This design comes from an exercise in tuning for small area on the open sky130 flow, not from production work.
The RTL was checked by simulation tests, not by an equivalence proof against the original design.
Power and IR drop assume default switching activity.

JK:
==> flow/design.v <==
`timescale 1ns/100ps
module niuCpu (
    input  logic        clk,
    input  logic        reset,
    output logic [31:0] fetchAddr,
    output logic        fetchStrobe,
    input  logic [31:0] fetchData,
    output logic [31:0] dataAddr,
    output logic [31:0] dataWdata,
    output logic        dataWrite,
    input  logic [31:0] dataRdata,
    output logic        halted
);
    logic [4:0] cnt;
    logic       pass;    
    logic       fin;     
    logic       clr;
    logic       halt;
    wire c0  = (cnt == 5'd0);
    wire c31 = (cnt == 5'd31);
    wire run = ~clr & ~halt;
    wire p0  = ~fin & ~pass;
    wire p1  = ~fin & pass;
    wire [31:0] ir = fetchData;
    wire  [4:0]  op  = ir[31:27];
    wire  [4:0]  rx  = ir[26:22];
    wire  [4:0]  ry  = ir[21:17];
    wire  [4:0]  rz  = ir[16:12];
    wire isR   = (op == 5'd0);
    wire isI   = (op == 5'd1) | (op == 5'd2) | (op == 5'd5) | (op == 5'd6) | (op == 5'd7) |
                 (op[4:2] == 3'b010);
    wire isALU = isR | isI;
    wire isLW  = (op == 5'd16);
    wire isSW  = (op == 5'd19);
    wire isBR  = (op[4:2] == 3'b110);
    wire isJAL = (op == 5'd31);
    wire undef = ~(isALU | isLW | isSW | isBR | isJAL);
    wire [4:0] fn = isR ? ir[4:0] : op;
    wire fSub  = isALU & (fn == 5'd0);
    wire fAdd  = isALU & (fn == 5'd1);
    wire fMul  = isALU & (fn == 5'd2);
    wire fNot  = isALU & (fn == 5'd4);
    wire fAnd  = isALU & (fn == 5'd5);
    wire fOr   = isALU & (fn == 5'd6);
    wire fXor  = isALU & (fn == 5'd7);
    wire fShl  = isALU & (fn[4:1] == 4'b0100);
    wire fShr  = isALU & (fn[4:1] == 4'b0101);
    wire fSh   = fShl | fShr;
    wire arith = fn[0];
    wire fCmp  = isALU & (fn[4:2] == 3'b100);
    wire fLong = fMul | fSh | fCmp;      
    wire [4:0] wsel = isR ? rz : ry;
    wire two  = fLong | isLW | isBR;
    wire lastWork = two ? p1 : p0;
    assign fetchStrobe = run & p0 & c0;
    always_ff @(posedge clk or posedge reset) begin
        if (reset) begin
            cnt  <= 5'd0;
            pass <= 1'b0;
            fin  <= 1'b0;
            clr  <= 1'b1;
            halt <= 1'b0;
        end else begin
            cnt <= cnt + 5'd1;
            if (c31) begin
                if (clr) begin
                    clr <= 1'b0;
                end else if (run) begin
                    if (fin) begin
                        fin  <= 1'b0;
                        pass <= 1'b0;
                    end else if (lastWork) begin
                        fin <= 1'b1;
                    end else begin
                        pass <= 1'b1;
                    end
                end
            end
            if (fetchStrobe & undef) halt <= 1'b1;
        end
    end
    assign halted = halt;
    logic [2:0] mode;
    wire taken;
    wire t0;
    always_ff @(posedge clk) begin
        if (~fin) begin
            mode <= fShr  ? {1'b1, t0, arith} :
                    isJAL ? {2'b01, (rx != ry)} :
                            {2'b00, isBR & taken};
        end
    end
    wire mSHR = mode[2];
    wire mT0 = mode[2] & mode[1];
    wire mArith = mode[2] & mode[0];
    wire mLink = ~mode[2] & mode[1];
    wire mJump = ~mode[2] & mode[1] & mode[0];
    wire mBrT = ~mode[2] & ~mode[1] & mode[0];
    logic [31:0] rf [32];
    logic [31:0] head;
    logic        wen;
    logic        wbit;
    logic [4:0]  sr;
    wire  [4:0]  wdst = fin ? sr : wsel;
    wire [3:0] dLo = (4'b0001 << wdst[1:0]) | {4{clr}};
    wire [7:0] dHi = ((8'b00000001 << wdst[4:2]) & {8{wen}}) | {8{clr}};
    genvar r;
    generate
        for (r = 0; r < 32; r++) begin : g_rf
            wire we = dLo[r % 4] & dHi[r / 4];
            always_ff @(posedge clk) begin
                rf[r] <= {we ? (wbit & ~clr) : rf[r][0], rf[r][31:1]};
            end
            assign head[r] = rf[r][0];
        end
    endgenerate
    wire xbit = head[rx];
    wire ybit = head[ry];
    wire immb = ir[(cnt > 5'd16) ? 5'd16 : cnt];
    wire bbit = (isR | isBR) ? ybit : immb;
    logic cy, ne, lt;
    wire  sub = fSub | fCmp | isBR;
    wire  bb  = bbit ^ sub;
    wire  cin = c0 ? sub : cy;
    wire  sum = xbit ^ bb ^ cin;
    wire  cout = (xbit & bb) | (xbit & cin) | (bb & cin);
    always_ff @(posedge clk) begin
        cy <= cout;
        if (p0) begin
            ne <= (c0 ? 1'b0 : ne) | (xbit ^ bbit);
            if (c31) lt <= (xbit ^ bbit) ? xbit : sum;
        end
    end
    wire [1:0] cc = isBR ? op[1:0] : ir[1:0];
    logic flag;
    always_comb begin
        case (cc)
            2'd0: flag = ~ne;
            2'd1: flag = ne;
            2'd2: flag = lt;
            default: flag = lt | ~ne;
        endcase
    end
    logic simple;
    always_comb begin
        simple = 1'b0;
        if (fAdd | fSub) simple = sum;
        else if (fNot) simple = ~xbit;
        else if (fAnd) simple = xbit & bbit;
        else if (fOr)  simple = xbit | bbit;
        else if (fXor) simple = xbit ^ bbit;
    end
    logic       neg1, ovf, seen;
    wire  tbit = bbit ^ (fShr & ~c0 & neg1);
    always_ff @(posedge clk) begin
        if (p0 & (cnt < 5'd5)) sr <= {tbit, sr[4:1]};
        else if (lastWork & c31) sr <= wsel;
        if (p0) begin
            neg1 <= (c0 ? 1'b0 : neg1) | bbit;
            ovf  <= (c0 ? 1'b0 : ovf) | (bbit & (cnt >= 5'd5));
        end
    end
    assign t0 = (sr == 5'd0);
    wire hit = run & ~ovf & ((p1 & fSh & ~(fShr & t0) & (cnt == sr)) | (fin & mT0 & c0));
    always_ff @(posedge clk) seen <= ~p0 & (seen | hit);
    logic [31:0] A;
    wire aEn = run & ((p0 & (fMul | fSh | isLW | isSW | isJAL | isBR)) |
                      (fin & (mJump | (mBrT & (cnt >= 5'd2)))));
    wire aIn = (isLW | isSW) ? sum : (isBR ? immb : xbit);
    always_ff @(posedge clk) begin
        if (aEn) A <= {aIn, A[31:1]};
    end
    assign dataAddr = A;
    logic [14:0] pLo;
    logic [31:16] pUp;
    logic        k, bjd, x0;
    wire bj  = run & ((p1 & fMul & bbit) | hit);
    wire sIn = run & ((p0 & isSW) ? ybit :
                      ((p1 & fShr & arith) | (fin & mArith)) & A[31] & (seen | ovf));
    wire [31:0] pp = {A[31:16] & {16{bjd}}, A[15:0] & {16{bj}}};
    logic [32:16] cu;
    logic [31:16] su;
    assign cu[16] = k;
    genvar m;
    generate
        for (m = 16; m < 32; m++) begin : g_up
            assign su[m] = pUp[m] ^ pp[m] ^ cu[m];
            assign cu[m+1] = (pUp[m] & pp[m]) | (pUp[m] & cu[m]) | (pp[m] & cu[m]);
        end
    endgenerate
    wire [15:0] pin = {su[16], pLo};
    logic [16:0] cl;
    logic [15:0] sl;
    assign cl[0] = 1'b0;
    generate
        for (m = 0; m < 16; m++) begin : g_lo
            assign sl[m] = pin[m] ^ pp[m] ^ cl[m];
            assign cl[m+1] = (pin[m] & pp[m]) | (pin[m] & cl[m]) | (pp[m] & cl[m]);
        end
    endgenerate
    always_ff @(posedge clk) begin
        pLo <= sl[15:1];
        pUp <= {cu[32] | sIn, su[31:17]};
        k   <= cl[16];
        bjd <= bj;
        x0  <= sl[0];
    end
    wire prod = sl[0];
    assign dataWdata = {pUp, pLo, x0};
    assign dataWrite = run & fin & c0 & isSW;
    logic [31:0] pc;
    logic        pcc;
    assign taken = flag;
    wire pcAdd = mBrT & A[0] & (cnt >= 5'd2);
    wire pcCin = c0 ? 1'b0 : ((cnt == 5'd2) | pcc);
    wire pcSum = pc[0] ^ pcAdd ^ pcCin;
    wire pcIn  = clr ? 1'b0 : (mJump ? A[0] : pcSum);
    always_ff @(posedge clk) begin
        if (clr | (run & fin)) pc <= {pcIn, pc[31:1]};
        pcc <= pc[0] & (pcAdd | pcCin) | (pcAdd & pcCin);
    end
    assign fetchAddr = pc;
    always_comb begin
        wen  = 1'b0;
        wbit = 1'b0;
        if (run) begin
            if (fin) begin
                if (mSHR) begin
                    wen = 1'b1; wbit = prod;
                end else if (mLink) begin
                    wen = 1'b1; wbit = pcSum;
                end
            end else if (p0 & isALU & ~fLong) begin
                wen = 1'b1; wbit = simple;
            end else if (p1 & fCmp) begin
                wen = 1'b1; wbit = c0 & flag;
            end else if (p1 & (fMul | fShl)) begin
                wen = 1'b1; wbit = prod;
            end else if (p1 & isLW) begin
                wen = 1'b1; wbit = dataRdata[cnt];
            end
        end
    end
endmodule
export LEC_CHECK = 0
export CAP_MARGIN = 20
export CORE_MARGIN = 2
export CORE_UTILIZATION = 50
export SLEW_MARGIN = 20
create_clock -name core_clock -period 14.0 [get_ports {clk}]
standard.sh (not shown) runs the stock make flow with config.mk's settings and CLKGATE_MAP_FILE= SYNTH_SCRIPT=/design/flow/synth_recipe.tcl, a recipe that flattens the netlist after the stock synthesis.
==> flow/flow/run.sh <==
#!/bin/bash
# The standard layout (standard.sh) with three changes:
#  - synthesis maps the logic with an area-oriented ABC script
#    (flow/abc_area.script) in place of ORFS's delay-oriented one; everything
#    else in the synthesis, registers included, is the standard synthesis;
#  - the port buffers are the smallest buffer cell;
#  - the clock tree uses clusters of up to 30 flip-flops (80 um across) on clkbuf_16
#    buffers, without dummy loads.
# The flow's whole output goes to standard_flow.log; ORFS keeps each tool's
# log under orfs/logs/.
set -euo pipefail
W=$PWD
sed "s#^  log_cmd abc {\*}\$abc_args#  log_cmd abc -script $W/flow/abc_area.script {*}[lrange \$abc_args 2 end]#" \
    "$FLOW_HOME/scripts/synth.tcl" > "$W/synth_area.tcl"
grep -q "abc_area.script" "$W/synth_area.tcl"
sed "s#^source \$::env(SCRIPTS_DIR)/synth.tcl#source $W/synth_area.tcl#" \
    "$W/synth_recipe.tcl" > "$W/synth_recipe_area.tcl"
grep -q "synth_area.tcl" "$W/synth_recipe_area.tcl"
sed "s#SYNTH_SCRIPT=[^ ]*#SYNTH_SCRIPT=$W/synth_recipe_area.tcl#" "$W/standard.sh" > "$W/standard_area.sh"
grep -q "synth_recipe_area.tcl" "$W/standard_area.sh"
export BUFFER_PORTS_ARGS="-buffer_cell sky130_fd_sc_hd__buf_1"
export CTS_ARGS="-sink_clustering_enable -repair_clock_nets -dont_use_dummy_load -buf_list sky130_fd_sc_hd__clkbuf_16 -sink_clustering_size 30 -sink_clustering_max_diameter 80"
bash "$W/standard_area.sh" > standard_flow.log 2>&1
==> flow/flow/abc_area.script <==
strash
dc2
dch -f
amap
topo
#### Input delta (MS over JK)
--- a/flow/design.v
+++ b/flow/design.v
@@ -115,9 +115,9 @@
         end
     endgenerate
     wire xbit = head[rx];
     wire ybit = head[ry];
-    wire immb = ir[(cnt > 5'd16) ? 5'd16 : cnt];
+    wire immb = cnt[4] ? ir[16] : ir[cnt[3:0]];    
     wire bbit = (isR | isBR) ? ybit : immb;
     logic cy, ne, lt;
     wire  sub = fSub | fCmp | isBR;
     wire  bb  = bbit ^ sub;
@@ -126,10 +126,10 @@
     wire  cout = (xbit & bb) | (xbit & cin) | (bb & cin);
     always_ff @(posedge clk) begin
         cy <= cout;
         if (p0) begin
-            ne <= (c0 ? 1'b0 : ne) | (xbit ^ bbit);
-            if (c31) lt <= (xbit ^ bbit) ? xbit : sum;
+            ne <= (c0 ? 1'b0 : ne) | (fSh ? (bbit & (cnt >= 5'd5)) : (xbit ^ bbit));
+            if (fSh | c31) lt <= fSh ? ((c0 ? 1'b0 : lt) | bbit) : ((xbit ^ bbit) ? xbit : sum);
         end
     end
     wire [1:0] cc = isBR ? op[1:0] : ir[1:0];
     logic flag;
@@ -149,17 +149,15 @@
         else if (fAnd) simple = xbit & bbit;
         else if (fOr)  simple = xbit | bbit;
         else if (fXor) simple = xbit ^ bbit;
     end
-    logic       neg1, ovf, seen;
+    logic       seen;
+    wire        neg1 = lt;
+    wire        ovf = ne;
     wire  tbit = bbit ^ (fShr & ~c0 & neg1);
     always_ff @(posedge clk) begin
         if (p0 & (cnt < 5'd5)) sr <= {tbit, sr[4:1]};
         else if (lastWork & c31) sr <= wsel;
-        if (p0) begin
-            neg1 <= (c0 ? 1'b0 : neg1) | bbit;
-            ovf  <= (c0 ? 1'b0 : ovf) | (bbit & (cnt >= 5'd5));
-        end
     end
     assign t0 = (sr == 5'd0);
     wire hit = run & ~ovf & ((p1 & fSh & ~(fShr & t0) & (cnt == sr)) | (fin & mT0 & c0));
     always_ff @(posedge clk) seen <= ~p0 & (seen | hit);
### Flow results
Relative to JK, MS improves total half-perimeter wirelength after legalization and detailed placement. | post-synthesis cell count | MS vs JK | about 0.4% lower |. Diff JK..MS | final area | negligible. Part of the total power dissipated in the clock network, JK and MS: larger value in MS. The number of signal-net buffers in the layout of MS exceeds that of JK by about 0.6%. Diff JK -> MS: sequential cell fraction of total power ~0 delta, global-route met3 utilization went down, count of cell types in the netlist went up about 5%, wire length went down about 6%, count of clock buffers in the final design up 2.1%. MS: post-detailed-route via-to-cell ratio 0.050 below JK.

[what the ideal ports hide]
In the flow no input, the clock included, has a driving cell. The finished layouts below were timed again as built, in two steps. Step 1 (the two cells are an assumption about what drives the block):
set clk [get_ports {clk}]
set_driving_cell -lib_cell sky130_fd_sc_hd__clkbuf_16 $clk
set_driving_cell -lib_cell sky130_fd_sc_hd__buf_2 [delete_from_list [all_inputs] $clk]
Step 2 adds t to the input delays and takes it off the output delays; t is the mean of the earliest and latest rising clock arrival at the registers after step 1. Input paths then give back, and output paths get back, about the clock's delay inside the block. Three values: no drivers, after step 1, after step 2; two values: the first two.
run | shift t [ns] | slack for setup (ns) | worst setup path after step 2
JK | 0.621 | 2.102 / 2.133 / 1.512 | input to register
MS | 0.621 | 1.845 / 1.866 / 1.245 | input to register
After both steps setup and hold are still met in every run listed. The setup slack of MS, which loses most, moves by +0.021 ns with the drivers and by -0.600 ns with both steps.
